This is an optimization exercise on Yosys and OpenROAD, whose aim is small area, not a production implementation. Where RTL was checked, it was by simulation tests only, not by an equivalence proof against the original. Power is estimated from default activity; no workload was simulated.

==> inputs of job 6086 <==
==> flow/design.v (excerpt) <==
module vcSwitch #(
  parameter int WORD_W = 8,
  parameter int DEPTH  = 8,
  parameter int CNT_W  = $clog2(DEPTH + 1)
) (
  input  logic                                       CLK,
  input  logic                                       arstN,
  input  logic                                       init,
  input  logic [CNT_W-1:0]                           lowThreshIn,
  input  logic [CNT_W-1:0]                           highThreshIn,
  input  flowCtrlPkg::chMask_t                       inPush,
  input  logic [flowCtrlPkg::NUM_CH-1:0][WORD_W-1:0] inData,
  output flowCtrlPkg::chMask_t                       creditReturn,
  input  flowCtrlPkg::chMask_t                       outPop,
  output logic [flowCtrlPkg::NUM_CH-1:0][WORD_W-1:0] outData,
  output flowCtrlPkg::chMask_t                       outEmpty,
  output logic                                       idle,
  output logic                                       initBusy,
  output flowCtrlPkg::chMask_t                       stbPause,
  output flowCtrlPkg::chMask_t                       stbContinue,
  output flowCtrlPkg::chMask_t                       error,
  output flowCtrlPkg::fsmState_e                     state
);
  localparam int PAY_W = WORD_W - flowCtrlPkg::DEST_W;
  flowCtrlPkg::chMask_t                       inEmpty;
  flowCtrlPkg::chMask_t                       inPop;
  flowCtrlPkg::chMask_t                       outPush;
  logic [flowCtrlPkg::NUM_CH-1:0][WORD_W-1:0] inHead;
  logic [WORD_W-1:0]                          outWord;
  logic [flowCtrlPkg::NUM_CH-1:0][CNT_W-1:0]  outCount;
  ...
==> module syncFifo, before the edit <==
module syncFifo #(
  parameter int WORD_W     = 8,
  parameter int DEPTH      = 8,
  parameter int CNT_W      = 4,
  parameter bit GUARD_PUSH = 1'b1,   
  parameter bit GUARD_POP  = 1'b1    
) (
  input  logic              CLK,
  input  logic              arstN,
  input  logic              push,
  input  logic [WORD_W-1:0] pushData,
  input  logic              pop,
  output logic [WORD_W-1:0] popData,
  output logic [CNT_W-1:0]  count,
  output logic              empty,
  output logic              full
);
  logic [DEPTH-1:0][WORD_W-1:0] mem;
  logic [DEPTH-1:0]             hold;
  logic [DEPTH-1:0]             sel;
  logic                         doPush;
  logic                         doPop;
  assign empty  = (count == '0);
  assign full   = count[CNT_W-1];
  assign doPush = GUARD_PUSH ? (push && !full) : push;
  assign doPop  = GUARD_POP ? (pop && !empty) : pop;
  for (genvar i = 0; i < DEPTH; i++) begin : gEntry
    assign hold[i] = !doPush && (count > CNT_W'(i));
    assign sel[i]  = (count == CNT_W'(i + 1));
    if (i == 0) begin : gFirst
      always_ff @(posedge CLK) begin
        mem[i] <= ({WORD_W{doPush}} & pushData) | ({WORD_W{hold[i]}} & mem[i]);
      end
    end else begin : gNext
      always_ff @(posedge CLK) begin
        mem[i] <= ({WORD_W{doPush}} & mem[i-1]) | ({WORD_W{hold[i]}} & mem[i]);
      end
    end
  end
  always_comb begin
    popData = '0;
    for (int i = 0; i < DEPTH; i++) begin
      popData = popData | ({WORD_W{sel[i]}} & mem[i]);
    end
  end
  always_ff @(posedge CLK or negedge arstN) begin
    if (!arstN) begin
      count <= '0;
    end else begin
      case ({doPush, doPop})
        2'b10:   count <= count + 1'b1;
        2'b01:   count <= count - 1'b1;
        default: count <= count;
      endcase
    end
  end
endmodule
==> module flowCtrlFsm, before the edit <==
module flowCtrlFsm #(
  parameter int DEPTH = 8,
  parameter int CNT_W = 4
) (
  input  logic                                      CLK,
  input  logic                                      arstN,
  input  logic                                      init,
  input  flowCtrlPkg::chMask_t                      inEmpty,
  input  flowCtrlPkg::chMask_t                      outFull,
  input  logic [flowCtrlPkg::NUM_CH-1:0][CNT_W-1:0] outCount,
  input  logic [CNT_W-1:0]                          lowThreshIn,
  input  logic [CNT_W-1:0]                          highThreshIn,
  output flowCtrlPkg::chMask_t                      outPaused,
  output logic                                      arbEnable,
  output logic                                      initBusy,
  output logic                                      idle,
  output flowCtrlPkg::chMask_t                      stbPause,
  output flowCtrlPkg::chMask_t                      stbContinue,
  output flowCtrlPkg::chMask_t                      error,
  output flowCtrlPkg::fsmState_e                    state
);
  flowCtrlPkg::fsmState_e nextState;
  flowCtrlPkg::chMask_t   almostFull;
  flowCtrlPkg::chMask_t   almostEmpty;
  flowCtrlPkg::chMask_t   afPrev;
  flowCtrlPkg::chMask_t   aePrev;
  flowCtrlPkg::chMask_t   pausedQ;
  flowCtrlPkg::chMask_t   pauseRise;
  flowCtrlPkg::chMask_t   contRise;
  logic [CNT_W-1:0]       lowThresh;
  logic [CNT_W-1:0]       highThresh;
  logic                   eventsOn;
  logic                   runNext;
  always_comb begin
    for (int d = 0; d < flowCtrlPkg::NUM_CH; d++) begin
      almostFull[d]  = (outCount[d] >= highThresh);
      almostEmpty[d] = (outCount[d] <= lowThresh);
    end
  end
  assign eventsOn = (state == flowCtrlPkg::stActive) || (state == flowCtrlPkg::stPause) ||
                    (state == flowCtrlPkg::stContinue);
  assign arbEnable = eventsOn || (state == flowCtrlPkg::stIdle);
  assign runNext = (nextState == flowCtrlPkg::stIdle) || (nextState == flowCtrlPkg::stActive) ||
                   (nextState == flowCtrlPkg::stPause) || (nextState == flowCtrlPkg::stContinue);
  assign initBusy = (state == flowCtrlPkg::stInit);
  assign pauseRise = eventsOn ? (almostFull & ~afPrev & ~pausedQ) : '0;
  assign contRise  = eventsOn ? (almostEmpty & ~aePrev & pausedQ) : '0;
  assign outPaused = pausedQ;
  always_comb begin
    nextState = state;
    case (state)
      flowCtrlPkg::stReset: begin
        nextState = flowCtrlPkg::stInit;
      end
      flowCtrlPkg::stInit: begin
        if (!init) begin
          nextState = flowCtrlPkg::stIdle;
        end
      end
      flowCtrlPkg::stIdle: begin
        if (|outFull) begin
          nextState = flowCtrlPkg::stError;
        end else if (!(&inEmpty)) begin
          nextState = flowCtrlPkg::stActive;
        end
      end
      flowCtrlPkg::stActive, flowCtrlPkg::stPause, flowCtrlPkg::stContinue: begin
        if (|outFull) begin
          nextState = flowCtrlPkg::stError;
        end else if (|pauseRise) begin
          nextState = flowCtrlPkg::stPause;
        end else if (|contRise) begin
          nextState = flowCtrlPkg::stContinue;
        end else begin
          nextState = flowCtrlPkg::stActive;
        end
      end
      flowCtrlPkg::stError: begin
        nextState = flowCtrlPkg::stError;
      end
      default: begin
        nextState = flowCtrlPkg::stReset;
      end
    endcase
  end
  always_ff @(posedge CLK or negedge arstN) begin
    if (!arstN) begin
      state       <= flowCtrlPkg::stReset;
      stbPause    <= '0;
      stbContinue <= '0;
      pausedQ     <= '0;
      error       <= '0;
      afPrev      <= '0;
      aePrev      <= '0;
      idle        <= 1'b0;
      lowThresh   <= '0;
      highThresh  <= CNT_W'(DEPTH);
    end else begin
      state       <= nextState;
      stbPause    <= pauseRise;
      stbContinue <= contRise;
      pausedQ     <= (pausedQ | pauseRise) & ~contRise;
      error       <= error | outFull;
      idle        <= runNext && (&inEmpty);
      if (eventsOn) begin
        afPrev <= almostFull;
        aePrev <= almostEmpty;
      end
      if (state == flowCtrlPkg::stInit) begin
        lowThresh  <= lowThreshIn;
        highThresh <= (highThreshIn > CNT_W'(DEPTH)) ? CNT_W'(DEPTH) : highThreshIn;
      end
    end
  end
endmodule
make LEC_CHECK=0 CAP_MARGIN=20 CORE_MARGIN=2 CORE_UTILIZATION=40 SLEW_MARGIN=20 finish   # period 5.0 ns
run.sh (not shown) runs the stock make flow with config.mk's settings and CLKGATE_MAP_FILE= SYNTH_SCRIPT=/design/flow/synth_recipe.tcl, a recipe that flattens the netlist after the stock synthesis.
==> inputs of job 2539, as changes to job 6086 <==
--- a/flow/design.v
+++ b/flow/design.v
@@ -31,7 +31,6 @@
   output logic              full
 );
   logic [DEPTH-1:0][WORD_W-1:0] mem;
-  logic [DEPTH-1:0]             hold;
   logic [DEPTH-1:0]             sel;
   logic                         doPush;
   logic                         doPop;
@@ -39,34 +38,64 @@
   assign full   = count[CNT_W-1];
   assign doPush = GUARD_PUSH ? (push && !full) : push;
   assign doPop  = GUARD_POP ? (pop && !empty) : pop;
-  for (genvar i = 0; i < DEPTH; i++) begin : gEntry
-    assign hold[i] = !doPush && (count > CNT_W'(i));
-    assign sel[i]  = (count == CNT_W'(i + 1));
-    if (i == 0) begin : gFirst
-      always_ff @(posedge CLK) begin
-        mem[i] <= ({WORD_W{doPush}} & pushData) | ({WORD_W{hold[i]}} & mem[i]);
-      end
-    end else begin : gNext
-      always_ff @(posedge CLK) begin
-        mem[i] <= ({WORD_W{doPush}} & mem[i-1]) | ({WORD_W{hold[i]}} & mem[i]);
+  always_comb begin
+    sel = '0;
+    for (int k = 1; k <= DEPTH; k++) begin
+      if (count == CNT_W'(k)) begin
+        sel = DEPTH'(1 << (k - 1));
       end
     end
   end
-  always_comb begin
-    popData = '0;
-    for (int i = 0; i < DEPTH; i++) begin
-      popData = popData | ({WORD_W{sel[i]}} & mem[i]);
-    end
+  for (genvar i = 0; i < DEPTH; i++) begin : gEntry
+    fifoRow #(.WORD_W(WORD_W)) row_i (
+      .CLK(CLK), .load(doPush), .keep(!doPush),
+      .d((i == 0) ? pushData : mem[(i == 0) ? 0 : i-1]), .q(mem[i])
+    );
   end
+  fifoReadMux #(.WORD_W(WORD_W), .DEPTH(DEPTH)) readMux_i (
+    .sel(sel), .mem(mem), .data(popData)
+  );
   always_ff @(posedge CLK or negedge arstN) begin
     if (!arstN) begin
       count <= '0;
     end else begin
-      case ({doPush, doPop})
-        2'b10:   count <= count + 1'b1;
-        2'b01:   count <= count - 1'b1;
-        default: count <= count;
-      endcase
+      for (int k = 0; k <= DEPTH; k++) begin
+        if (count == CNT_W'(k)) begin
+          if (doPush && !doPop) begin
+            count <= CNT_W'(k + 1);
+          end else if (doPop && !doPush) begin
+            count <= CNT_W'(k - 1);
+          end
+        end
+      end
+    end
+  end
+endmodule
+module fifoRow #(
+  parameter int WORD_W = 8
+) (
+  input  logic              CLK,
+  input  logic              load,
+  input  logic              keep,
+  input  logic [WORD_W-1:0] d,
+  output logic [WORD_W-1:0] q
+);
+  always_ff @(posedge CLK) begin
+    q <= ({WORD_W{load}} & d) | ({WORD_W{keep}} & q);
+  end
+endmodule
+module fifoReadMux #(
+  parameter int WORD_W = 8,
+  parameter int DEPTH  = 8
+) (
+  input  logic [DEPTH-1:0]             sel,
+  input  logic [DEPTH-1:0][WORD_W-1:0] mem,
+  output logic [WORD_W-1:0]            data
+);
+  always_comb begin
+    data = '0;
+    for (int i = 0; i < DEPTH; i++) begin
+      data = data | ({WORD_W{sel[i]}} & mem[i]);
     end
   end
 endmodule
@@ -104,10 +133,18 @@
   logic [CNT_W-1:0]       highThresh;
   logic                   eventsOn;
   logic                   runNext;
+  function automatic logic geq(input logic [CNT_W-1:0] a, input logic [CNT_W-1:0] b);
+    logic r;
+    r = 1'b1;
+    for (int i = 0; i < CNT_W; i++) begin
+      r = (a[i] & ~b[i]) | ((a[i] | ~b[i]) & r);
+    end
+    geq = r;
+  endfunction
   always_comb begin
     for (int d = 0; d < flowCtrlPkg::NUM_CH; d++) begin
-      almostFull[d]  = (outCount[d] >= highThresh);
-      almostEmpty[d] = (outCount[d] <= lowThresh);
+      almostFull[d]  = geq(outCount[d], highThresh);
+      almostEmpty[d] = geq(lowThresh, outCount[d]);
     end
   end
   assign eventsOn = (state == flowCtrlPkg::stActive) || (state == flowCtrlPkg::stPause) ||
@@ -172,13 +209,11 @@
       state       <= nextState;
       stbPause    <= pauseRise;
       stbContinue <= contRise;
-      pausedQ     <= (pausedQ | pauseRise) & ~contRise;
+      pausedQ     <= (pausedQ & ~contRise) | pauseRise;
       error       <= error | outFull;
       idle        <= runNext && (&inEmpty);
-      if (eventsOn) begin
-        afPrev <= almostFull;
-        aePrev <= almostEmpty;
-      end
+      afPrev      <= eventsOn ? almostFull : '0;
+      aePrev      <= eventsOn ? almostEmpty : '0;
       if (state == flowCtrlPkg::stInit) begin
         lowThresh  <= lowThreshIn;
         highThresh <= (highThreshIn > CNT_W'(DEPTH)) ? CNT_W'(DEPTH) : highThreshIn;
SYNTH_HIERARCHICAL = 1   (was not set)
SYNTH_MINIMUM_KEEP_SIZE = 0   (was not set)
==> inputs of job 9431, as changes to job 6086 <==
--- a/flow/design.v
+++ b/flow/design.v
@@ -31,7 +31,6 @@
   output logic              full
 );
   logic [DEPTH-1:0][WORD_W-1:0] mem;
-  logic [DEPTH-1:0]             hold;
   logic [DEPTH-1:0]             sel;
   logic                         doPush;
   logic                         doPop;
@@ -39,34 +38,64 @@
   assign full   = count[CNT_W-1];
   assign doPush = GUARD_PUSH ? (push && !full) : push;
   assign doPop  = GUARD_POP ? (pop && !empty) : pop;
-  for (genvar i = 0; i < DEPTH; i++) begin : gEntry
-    assign hold[i] = !doPush && (count > CNT_W'(i));
-    assign sel[i]  = (count == CNT_W'(i + 1));
-    if (i == 0) begin : gFirst
-      always_ff @(posedge CLK) begin
-        mem[i] <= ({WORD_W{doPush}} & pushData) | ({WORD_W{hold[i]}} & mem[i]);
-      end
-    end else begin : gNext
-      always_ff @(posedge CLK) begin
-        mem[i] <= ({WORD_W{doPush}} & mem[i-1]) | ({WORD_W{hold[i]}} & mem[i]);
+  always_comb begin
+    sel = '0;
+    for (int k = 1; k <= DEPTH; k++) begin
+      if (count == CNT_W'(k)) begin
+        sel = DEPTH'(1 << (k - 1));
       end
     end
   end
-  always_comb begin
-    popData = '0;
-    for (int i = 0; i < DEPTH; i++) begin
-      popData = popData | ({WORD_W{sel[i]}} & mem[i]);
-    end
+  for (genvar i = 0; i < DEPTH; i++) begin : gEntry
+    fifoRow #(.WORD_W(WORD_W)) row_i (
+      .CLK(CLK), .load(doPush), .keep(!doPush),
+      .d((i == 0) ? pushData : mem[(i == 0) ? 0 : i-1]), .q(mem[i])
+    );
   end
+  fifoReadMux #(.WORD_W(WORD_W), .DEPTH(DEPTH)) readMux_i (
+    .sel(sel), .mem(mem), .data(popData)
+  );
   always_ff @(posedge CLK or negedge arstN) begin
     if (!arstN) begin
       count <= '0;
     end else begin
-      case ({doPush, doPop})
-        2'b10:   count <= count + 1'b1;
-        2'b01:   count <= count - 1'b1;
-        default: count <= count;
-      endcase
+      for (int k = 0; k <= DEPTH; k++) begin
+        if (count == CNT_W'(k)) begin
+          if (doPush && !doPop) begin
+            count <= CNT_W'(k + 1);
+          end else if (doPop && !doPush) begin
+            count <= CNT_W'(k - 1);
+          end
+        end
+      end
+    end
+  end
+endmodule
+module fifoRow #(
+  parameter int WORD_W = 8
+) (
+  input  logic              CLK,
+  input  logic              load,
+  input  logic              keep,
+  input  logic [WORD_W-1:0] d,
+  output logic [WORD_W-1:0] q
+);
+  always_ff @(posedge CLK) begin
+    q <= ({WORD_W{load}} & d) | ({WORD_W{keep}} & q);
+  end
+endmodule
+module fifoReadMux #(
+  parameter int WORD_W = 8,
+  parameter int DEPTH  = 8
+) (
+  input  logic [DEPTH-1:0]             sel,
+  input  logic [DEPTH-1:0][WORD_W-1:0] mem,
+  output logic [WORD_W-1:0]            data
+);
+  always_comb begin
+    data = '0;
+    for (int i = 0; i < DEPTH; i++) begin
+      data = data | ({WORD_W{sel[i]}} & mem[i]);
     end
   end
 endmodule
@@ -104,10 +133,18 @@
   logic [CNT_W-1:0]       highThresh;
   logic                   eventsOn;
   logic                   runNext;
+  function automatic logic geq(input logic [CNT_W-1:0] a, input logic [CNT_W-1:0] b);
+    logic r;
+    r = 1'b1;
+    for (int i = 0; i < CNT_W; i++) begin
+      r = (a[i] & ~b[i]) | ((a[i] | ~b[i]) & r);
+    end
+    geq = r;
+  endfunction
   always_comb begin
     for (int d = 0; d < flowCtrlPkg::NUM_CH; d++) begin
-      almostFull[d]  = (outCount[d] >= highThresh);
-      almostEmpty[d] = (outCount[d] <= lowThresh);
+      almostFull[d]  = geq(outCount[d], highThresh);
+      almostEmpty[d] = geq(lowThresh, outCount[d]);
     end
   end
   assign eventsOn = (state == flowCtrlPkg::stActive) || (state == flowCtrlPkg::stPause) ||
@@ -172,13 +209,11 @@
       state       <= nextState;
       stbPause    <= pauseRise;
       stbContinue <= contRise;
-      pausedQ     <= (pausedQ | pauseRise) & ~contRise;
+      pausedQ     <= (pausedQ & ~contRise) | pauseRise;
       error       <= error | outFull;
       idle        <= runNext && (&inEmpty);
-      if (eventsOn) begin
-        afPrev <= almostFull;
-        aePrev <= almostEmpty;
-      end
+      afPrev      <= eventsOn ? almostFull : '0;
+      aePrev      <= eventsOn ? almostEmpty : '0;
       if (state == flowCtrlPkg::stInit) begin
         lowThresh  <= lowThreshIn;
         highThresh <= (highThreshIn > CNT_W'(DEPTH)) ? CNT_W'(DEPTH) : highThreshIn;
==> flow/flow/run.sh (new file) <==
#!/bin/bash
# The standard layout, with two changes to what the tools are told:
#  - port buffers are the smallest buffer cell instead of the tool's pick
#  - CTS inserts no dummy loads, and clusters sinks under large leaf buffers
set -euo pipefail
export BUFFER_PORTS_ARGS="-buffer_cell sky130_fd_sc_hd__buf_1"
export CTS_ARGS="-sink_clustering_enable -repair_clock_nets -dont_use_dummy_load -buf_list sky130_fd_sc_hd__clkbuf_16 -sink_clustering_size 30 -sink_clustering_max_diameter 80"
bash standard.sh > standard.log 2>&1
==> flow/standard.sh (new file) <==
#!/bin/bash
# synth_recipe.tcl (not shown) runs the flow's synth.tcl, then flattens the netlist and writes it again
# the make line also repeats each setting of config.mk as NAME=value (left out here)
make -C /OpenROAD-flow-scripts/flow DESIGN_CONFIG=/design/flow/config.mk WORK_HOME=/design/flow/orfs CLKGATE_MAP_FILE= SYNTH_SCRIPT=/design/flow/synth_recipe.tcl "${@:-finish}"
SYNTH_HIERARCHICAL = 1   (was not set)
SYNTH_MINIMUM_KEEP_SIZE = 0   (was not set)
removed: flow/run.sh
==> comparison <==
- Of job 6086 and job 2539, job 6086 has the higher synthesized cell count (gap 27%, measured against job 2539).
- Clock-buffer cell count, lowest first: job 9431, job 2539, job 6086.
- Of job 9431 and job 6086, job 6086 has the higher non-clock buffer count (gap 10).
- Between job 2539 and job 9431, the lower combinational power is in job 9431 (gap about 20%, measured against job 9431).
- The lowest total power belongs to job 9431, the highest to job 6086.
- Sequential share of layout area: job 9431 > job 2539 > job 6086.
- In flip-flop and latch count, job 9431 and job 6086 do not differ.
==> figures <==
item	job 2539	job 9431	job 6086
Finished Layout Cells	2,840	2,772	3,430
Maximum level of the CTS H-tree	2	1	2
Share of final layout cell area taken by non-clock buffers	6.03%	3.99%	5.77%
CP Data Arrival Time	5210 ps	5160 ps	5380 ps
All-layer global routing usage	19.6%	19.0%	22.0%
Net Switching	1760 µW	1400 µW	6050 µW
Largest fanout of any net on the critical path	8	8	6
Hold slack final	346 ps	203 ps	428 ps
Most Frequent Cell on Critical Path	inv_1	-	mux2_2
Number of instances in the synthesized netlist	2,021	2,021	2,566
Leading power group	the clock network	registers	registers
Clk Latency, worst-skew pair	600 ps	620 ps	610 ps
Minimum setup slack among reg-to-reg paths	270 ps	340 ps	150 ps
Run status	finished clean	finished clean	finished clean
Seq pwr	4170 µW	4160 µW	6050 µW
Origin of the critical flop-to-flop path	gChan[3].inFifo_i.count[3]	gChan[3].inFifo_i.count[3]	gChan[1].inFifo_i.count[1]
The RTL of job 2539 and job 9431 was laid out without a check of its function.

what the ideal ports hide:
In the flow no input, the clock included, has a driving cell. The finished layouts below were timed again as built, in two steps. Step 1: set_driving_cell puts a clkbuf_16 on CLK and a buf_2 on each other input, an assumption about the parent block. Step 2 adds t to the input delays and takes it off the output delays; t is the mean of the earliest and latest rising clock arrival at the registers after step 1. Input paths then give back, and output paths get back, about the clock's delay inside the block. a / b / c = ideal ports / drivers / drivers and shift; a / b = the first two.
| run | t, ns | slack for setup (ns) | latest minus earliest clock arrival (ns) | worst register clock-pin slew, ns | cell pins on the clock port's net |
|---|---|---|---|---|---|
| job 6086 | 0.665 | 0.151 / 0.151 / 0.151 | 0.015 / 0.015 | 0.07 / 0.07 | 1 |
| job 2539 | 0.649 | 0.270 / 0.270 / 0.270 | 0.020 / 0.021 | 0.07 / 0.07 | 1 |
| job 9431 | 0.645 | 0.341 / 0.341 / 0.341 | 0.067 / 0.067 | 0.11 / 0.11 | 1 |
After both steps setup and hold are still met in every run listed.
